From an optimization exercise on the open Yosys and OpenROAD flow, aimed at small area and a short achievable clock period; shortcuts taken in it are not production practice.

== alpha ==
==> flow/design.v <==
module fixed_order_selector #(
  parameter int  SAMPLE_W   = 16,
  parameter int  BLOCK_SIZE = 4096,
  parameter int  MAX_ORDER  = 4,
  localparam int RES_W      = SAMPLE_W + MAX_ORDER,
  localparam int IDX_W      = $clog2(BLOCK_SIZE),
  localparam int SUM_W      = RES_W + IDX_W
) (
  input  logic                       iClock,
  input  logic                       iReset_n,
  input  logic                       iEnable,
  input  logic signed [SAMPLE_W-1:0] iSample,
  output logic [2:0]                 oBest,
  output logic [SUM_W-1:0]           oBestSum,
  output logic                       oValid,
  output logic                       oBlockStart
);
  localparam int W0 = SAMPLE_W;
  localparam int W1 = SAMPLE_W + 1;
  localparam int W2 = SAMPLE_W + 2;
  localparam int W3 = SAMPLE_W + 3;
  localparam int W4 = SAMPLE_W + 4;
  localparam int A0 = SAMPLE_W + IDX_W;        
  localparam int AK = SAMPLE_W + IDX_W - 1;    
  localparam int BW = SAMPLE_W + IDX_W;        
  logic [IDX_W-1:0] idx_r;    
  logic             bsn_r;    
  logic             en_r;     
  logic             f0;       
  logic             g1;       
  logic             last0;    
  logic [W0-1:0]    x_r;
  always_ff @(posedge iClock or negedge iReset_n) begin
    if (!iReset_n) begin
      idx_r <= '0;
      bsn_r <= 1'b0;
      en_r  <= 1'b0;
      last0 <= 1'b0;
    end else begin
      en_r  <= iEnable;
      last0 <= iEnable & (&idx_r);
      if (iEnable) begin
        idx_r <= idx_r + 1'b1;
        bsn_r <= !(&idx_r);
      end
    end
  end
  always_ff @(posedge iClock) begin
    x_r <= iSample & {W0{iEnable}};
    f0  <= iEnable & (idx_r == '0);
    g1  <= iEnable & (idx_r != '0);
  end
  assign oBlockStart = !bsn_r;
  logic t2_0, t3_0, t4_0, t5_0;
  assign t2_0 = !(idx_r == 12'd1 || idx_r == 12'd2);
  assign t3_0 = t2_0 && idx_r != 12'd3;
  assign t4_0 = t3_0 && idx_r != 12'd4;
  assign t5_0 = t4_0 && idx_r != 12'd5;
  logic [W1-1:0] d1;
  logic [W2-1:0] d2;
  logic [W3-1:0] d3;
  logic [W4-1:0] d4;
  logic [W0-1:0] p0;
  logic [W1-1:0] p1;
  logic [W2-1:0] p2;
  logic [W3-1:0] p3;
  logic          v1, v2, v3;
  logic          f1, f2, f3, f4;
  logic          g2, g3, g4;
  logic          t3_1, t4_1, t5_1, t4_2, t5_2, t5_3;
  logic [W1-1:0] n1;
  logic [W2-1:0] n2;
  logic [W3-1:0] n3;
  logic [W4-1:0] n4;
  skl_add #(W1) u_n1 (.a({x_r[W0-1], x_r}), .b(~{p0[W0-1], p0}), .ci(1'b1), .s(n1), .co());
  skl_add #(W2) u_n2 (.a({d1[W1-1], d1}),   .b(~{p1[W1-1], p1}), .ci(1'b1), .s(n2), .co());
  skl_add #(W3) u_n3 (.a({d2[W2-1], d2}),   .b(~{p2[W2-1], p2}), .ci(1'b1), .s(n3), .co());
  skl_add #(W4) u_n4 (.a({d3[W3-1], d3}),   .b(~{p3[W3-1], p3}), .ci(1'b1), .s(n4), .co());
  always_ff @(posedge iClock) begin
    v1 <= en_r;
    v2 <= v1;
    v3 <= v2;
    f1 <= g1 & !t2_0;
    g2 <= g1 &  t2_0;
    t3_1 <= t3_0;
    t4_1 <= t4_0;
    t5_1 <= t5_0;
    f2 <= g2 & !t3_1;
    g3 <= g2 &  t3_1;
    t4_2 <= t4_1;
    t5_2 <= t5_1;
    f3 <= g3 & !t4_2;
    g4 <= g3 &  t4_2;
    t5_3 <= t5_2;
    f4 <= g4 & !t5_3;
    d1 <= n1 & {W1{g1}};
    d2 <= n2 & {W2{g2}};
    d3 <= n3 & {W3{g3}};
    d4 <= n4 & {W4{g4}};
    if (en_r) p0 <= x_r;
    if (v1)   p1 <= d1;
    if (v2)   p2 <= d2;
    if (v3)   p3 <= d3;
  end
  logic [W0-2:0] lo0;  logic [A0-W0:0] hi0;  logic c0;
  logic [W1-2:0] lo1;  logic [AK-W1:0] hi1;  logic c1;  logic big1;
  logic [W2-2:0] lo2;  logic [AK-W2:0] hi2;  logic c2;  logic big2;
  logic [W3-2:0] lo3;  logic [AK-W3:0] hi3;  logic c3;  logic big3;
  logic [W4-2:0] lo4;  logic [AK-W4:0] hi4;  logic c4;  logic big4;
  logic [W0-2:0] sl0;  logic sc0;
  logic [W1-2:0] sl1;  logic sc1;
  logic [W2-2:0] sl2;  logic sc2;
  logic [W3-2:0] sl3;  logic sc3;
  logic [W4-2:0] sl4;  logic sc4;
  skl_add #(W0-1) u_a0 (.a(lo0 & {(W0-1){!f0}}), .b(x_r[W0-2:0] ^ {(W0-1){x_r[W0-1]}}), .ci(x_r[W0-1]), .s(sl0), .co(sc0));
  skl_add #(W1-1) u_a1 (.a(lo1 & {(W1-1){!f1}}), .b(d1[W1-2:0] ^ {(W1-1){d1[W1-1]}}),   .ci(d1[W1-1]),  .s(sl1), .co(sc1));
  skl_add #(W2-1) u_a2 (.a(lo2 & {(W2-1){!f2}}), .b(d2[W2-2:0] ^ {(W2-1){d2[W2-1]}}),   .ci(d2[W2-1]),  .s(sl2), .co(sc2));
  logic [W3-2:0] m3;
  logic [W4-2:0] m4;
  logic          k3a, k3b, k4a, k4b, k4c;
  logic          q3a, q3b, q4a, q4b, q4c;
  assign m3 = lo3 & {(W3-1){!f3}};
  assign m4 = lo4 & {(W4-1){!f4}};
  rca #(6) u_a3a (.a(m3[5:0]),   .b(d3[5:0]   ^ {6{d3[W3-1]}}), .ci(d3[W3-1]),  .s(sl3[5:0]),   .co(q3a));
  rca #(6) u_a3b (.a(m3[11:6]),  .b(d3[11:6]  ^ {6{d3[W3-1]}}), .ci(k3a & !f3), .s(sl3[11:6]),  .co(q3b));
  rca #(6) u_a3c (.a(m3[17:12]), .b(d3[17:12] ^ {6{d3[W3-1]}}), .ci(k3b & !f3), .s(sl3[17:12]), .co(sc3));
  rca #(5) u_a4a (.a(m4[4:0]),   .b(d4[4:0]   ^ {5{d4[W4-1]}}), .ci(d4[W4-1]),  .s(sl4[4:0]),   .co(q4a));
  rca #(5) u_a4b (.a(m4[9:5]),   .b(d4[9:5]   ^ {5{d4[W4-1]}}), .ci(k4a & !f4), .s(sl4[9:5]),   .co(q4b));
  rca #(5) u_a4c (.a(m4[14:10]), .b(d4[14:10] ^ {5{d4[W4-1]}}), .ci(k4b & !f4), .s(sl4[14:10]), .co(q4c));
  rca #(4) u_a4d (.a(m4[18:15]), .b(d4[18:15] ^ {4{d4[W4-1]}}), .ci(k4c & !f4), .s(sl4[18:15]), .co(sc4));
  always_ff @(posedge iClock) begin
    {c0, lo0} <= {sc0, sl0};
    {c1, lo1} <= {sc1, sl1};
    {c2, lo2} <= {sc2, sl2};
    {c3, lo3} <= {sc3, sl3};
    {c4, lo4} <= {sc4, sl4};
    k3a <= q3a;
    k3b <= q3b;
    k4a <= q4a;
    k4b <= q4b;
    k4c <= q4c;
    hi0 <= f0 ? '0 : hi0 + c0;
    {big1, hi1} <= f1 ? '0 : {big1, hi1} + c1 | {big1, {(AK-W1+1){1'b0}}};
    {big2, hi2} <= f2 ? '0 : {big2, hi2} + c2 | {big2, {(AK-W2+1){1'b0}}};
    {big3, hi3} <= f3 ? '0 : {big3, hi3} + c3 | {big3, {(AK-W3+1){1'b0}}};
    {big4, hi4} <= f4 ? '0 : {big4, hi4} + c4 | {big4, {(AK-W4+1){1'b0}}};
  end
  localparam int BL = 16;                  
  localparam int BH = BW - BL;             
  logic [8:0]    ph;      
  logic [BW-1:0] best;
  logic [2:0]    best_i;
  logic [BW-1:0] cand;
  logic          big;     
  logic          lt_lo;   
  logic          s1, s2, s3, s4;    
  always_ff @(posedge iClock or negedge iReset_n) begin
    if (!iReset_n) begin
      ph     <= '0;
      s1     <= 1'b0;
      s2     <= 1'b0;
      s3     <= 1'b0;
      s4     <= 1'b0;
      oValid <= 1'b0;
    end else begin
      ph     <= {ph[7:0], last0};
      s1     <= ph[0] | ph[1];
      s2     <= ph[2] | ph[3];
      s3     <= ph[4] | ph[5];
      s4     <= ph[6] | ph[7];
      oValid <= ph[8];
    end
  end
  always_comb begin
    cand[BL-1:0]  = ({BL{s1}} & lo1[BL-1:0])
                  | ({BL{s2}} & lo2[BL-1:0])
                  | ({BL{s3}} & lo3[BL-1:0])
                  | ({BL{s4}} & lo4[BL-1:0]);
    cand[BW-1:BL] = ({BH{ph[2]}} & {1'b0, hi1})
                  | ({BH{ph[4]}} & {1'b0, hi2, lo2[W2-2:BL]})
                  | ({BH{ph[6]}} & {1'b0, hi3, lo3[W3-2:BL]})
                  | ({BH{ph[8]}} & {1'b0, hi4, lo4[W4-2:BL]});
    big  = (ph[2] & big1) | (ph[4] & big2) | (ph[6] & big3) | (ph[8] & big4);
  end
  logic c_lo, lt_lo_n, lt;
  skl_add #(BL) u_cmp_lo (.a(best[BL-1:0]), .b(~cand[BL-1:0]), .ci(1'b0), .s(), .co(c_lo));
  always_ff @(posedge iClock) begin
    lt_lo <= c_lo;
  end
  skl_add #(BH) u_cmp_hi (.a(best[BW-1:BL]), .b(~cand[BW-1:BL]), .ci(lt_lo), .s(), .co(lt));
  logic take;
  assign take = (ph[2] | ph[4] | ph[6] | ph[8]) & !big & lt;
  always_ff @(posedge iClock) begin
    if (ph[0]) begin
      best   <= {hi0 + c0, lo0};
      best_i <= 3'd0;
    end else if (take) begin
      best   <= cand;
      best_i <= {ph[8], ph[4] | ph[6], ph[2] | ph[6]};
    end
  end
  assign oBest    = best_i;
  assign oBestSum = {{(SUM_W-BW){1'b0}}, best};
endmodule
module skl_add #(
  parameter int N = 16
) (
  input  logic [N-1:0] a,
  input  logic [N-1:0] b,
  input  logic         ci,
  output logic [N-1:0] s,
  output logic         co
);
  localparam int L = $clog2(N + 1);
  logic [N:0] g [0:L];
  logic [N:0] p [0:L];
  always_comb begin
    g[0][0] = ci;
    p[0][0] = 1'b0;
    for (int i = 0; i < N; i++) begin
      g[0][i+1] = a[i] & b[i];
      p[0][i+1] = a[i] ^ b[i];
    end
    for (int l = 0; l < L; l++) begin
      for (int i = 0; i <= N; i++) begin
        if (((i >> l) & 1) == 1) begin
          g[l+1][i] = g[l][i] | (p[l][i] & g[l][((i >> l) << l) - 1]);
          p[l+1][i] = p[l][i] & p[l][((i >> l) << l) - 1];
        end else begin
          g[l+1][i] = g[l][i];
          p[l+1][i] = p[l][i];
        end
      end
    end
    for (int i = 0; i < N; i++) begin
      s[i] = p[0][i+1] ^ g[L][i];
    end
    co = g[L][N];
  end
endmodule
module rca #(
  parameter int N = 8
) (
  input  logic [N-1:0] a,
  input  logic [N-1:0] b,
  input  logic         ci,
  output logic [N-1:0] s,
  output logic         co
);
  logic [N:0] c;
  always_comb begin
    c[0] = ci;
    for (int i = 0; i < N; i++) begin
      s[i]   = a[i] ^ b[i] ^ c[i];
      c[i+1] = (a[i] & b[i]) | (a[i] & c[i]) | (b[i] & c[i]);
    end
    co = c[N];
  end
endmodule
export LEC_CHECK = 0
export CAP_MARGIN = 20
export CORE_MARGIN = 2
export CORE_UTILIZATION = 60
export SLEW_MARGIN = 60
create_clock -name core_clock -period 11.0 [get_ports {iClock}]
standard.sh (not shown) runs the stock make flow with config.mk's settings and CLKGATE_MAP_FILE= SYNTH_SCRIPT=/design/flow/synth_recipe.tcl, a recipe that flattens the netlist after the stock synthesis.
==> flow/flow/run.sh <==
#!/bin/bash
set -euo pipefail
export BUFFER_PORTS_ARGS="-buffer_cell sky130_fd_sc_hd__buf_4"
export CTS_ARGS="-sink_clustering_enable -repair_clock_nets -sink_clustering_size 24 -sink_clustering_max_diameter 45 -buf_list sky130_fd_sc_hd__clkbuf_8 -root_buf sky130_fd_sc_hd__clkbuf_16 -dont_use_dummy_load"
bash standard.sh > standard.log 2>&1
Input-level comparison between beta and alpha:
--- a/flow/design.v
+++ b/flow/design.v
@@ -173,13 +173,9 @@
   end
   always_comb begin
-    cand[BL-1:0]  = ({BL{s1}} & lo1[BL-1:0])
-                  | ({BL{s2}} & lo2[BL-1:0])
-                  | ({BL{s3}} & lo3[BL-1:0])
-                  | ({BL{s4}} & lo4[BL-1:0]);
-    cand[BW-1:BL] = ({BH{ph[2]}} & {1'b0, hi1})
-                  | ({BH{ph[4]}} & {1'b0, hi2, lo2[W2-2:BL]})
-                  | ({BH{ph[6]}} & {1'b0, hi3, lo3[W3-2:BL]})
-                  | ({BH{ph[8]}} & {1'b0, hi4, lo4[W4-2:BL]});
-    big  = (ph[2] & big1) | (ph[4] & big2) | (ph[6] & big3) | (ph[8] & big4);
+    cand = ({BW{s1}} & {1'b0, hi1, lo1})
+         | ({BW{s2}} & {1'b0, hi2, lo2})
+         | ({BW{s3}} & {1'b0, hi3, lo3})
+         | ({BW{s4}} & {1'b0, hi4, lo4});
+    big  = (s1 & big1) | (s2 & big2) | (s3 & big3) | (s4 & big4);
   end
   logic c_lo, lt_lo_n, lt;
@@ -191,12 +187,18 @@
   logic take;
   assign take = (ph[2] | ph[4] | ph[6] | ph[8]) & !big & lt;
-  always_ff @(posedge iClock) begin
-    if (ph[0]) begin
-      best   <= {hi0 + c0, lo0};
-      best_i <= 3'd0;
-    end else if (take) begin
-      best   <= cand;
-      best_i <= {ph[8], ph[4] | ph[6], ph[2] | ph[6]};
-    end
+  logic          keep;
+  logic [BW-1:0] best_nx;
+  logic [2:0]    best_i_nx;
+  assign keep = !(ph[0] | take);
+  always_comb begin
+    best_nx   = ({BW{ph[0]}} & {hi0 + c0, lo0})
+              | ({BW{take}}  & cand)
+              | ({BW{keep}}  & best);
+    best_i_nx = ({3{take}} & {ph[8], ph[4] | ph[6], ph[2] | ph[6]})
+              | ({3{keep}} & best_i);
+  end
+  always_ff @(posedge iClock) begin
+    best   <= best_nx;
+    best_i <= best_i_nx;
   end
   assign oBest    = best_i;
==> run summary <==
Changes observed in beta relative to alpha: clock latency of the later-clocked register in the worst-skew pair went up 0.03 ns; global-route usage over all layers went up 0.41 points; proportion of synthesized chip area in sequential cells went down 1.3 points; synthesized netlist cell count went up 46.
Taking alpha as the reference, in beta average cell area after synthesis moved down; met3 routing resource usage after global routing grew by 0.22 points; pin slew with the least headroom to its limit stayed essentially flat.
The die area was comparable across alpha and beta.
Taking alpha as the reference, in beta cell area now smaller, instance area after placement now smaller.
In the metrics for alpha and beta, the one carrying the lower total routed wirelength is alpha.
No run of this note included a check of the RTL's function; only the layout flow was run.

## static timing again, ports no longer ideal
How much do the figures lean on ideal ports? The routed layouts below were timed once more, with nothing changed but the port constraints. Step 1 assumes that a clkbuf_16 drives the clock port and a buf_2 every other input. Step 2 also shifts input and output timing later by t, the mid clock arrival at the registers, as if the neighbouring blocks saw the same clock. Slacks: ideal ports / drivers / drivers and shift; pairs: ideal ports / drivers.
run	t (ns)	slack for setup (ns)	hold WS [ns]	worst setup path after step 2	worst register clock-pin slew, ns
alpha	0.541	7.571 / 7.567 / 7.571	0.321 / 0.321 / 0.321	register to register	0.10 / 0.10
beta	0.567	7.325 / 7.325 / 7.325	0.339 / 0.339 / 0.339	register to register	0.11 / 0.11
After both steps setup and hold are still met in every run listed.
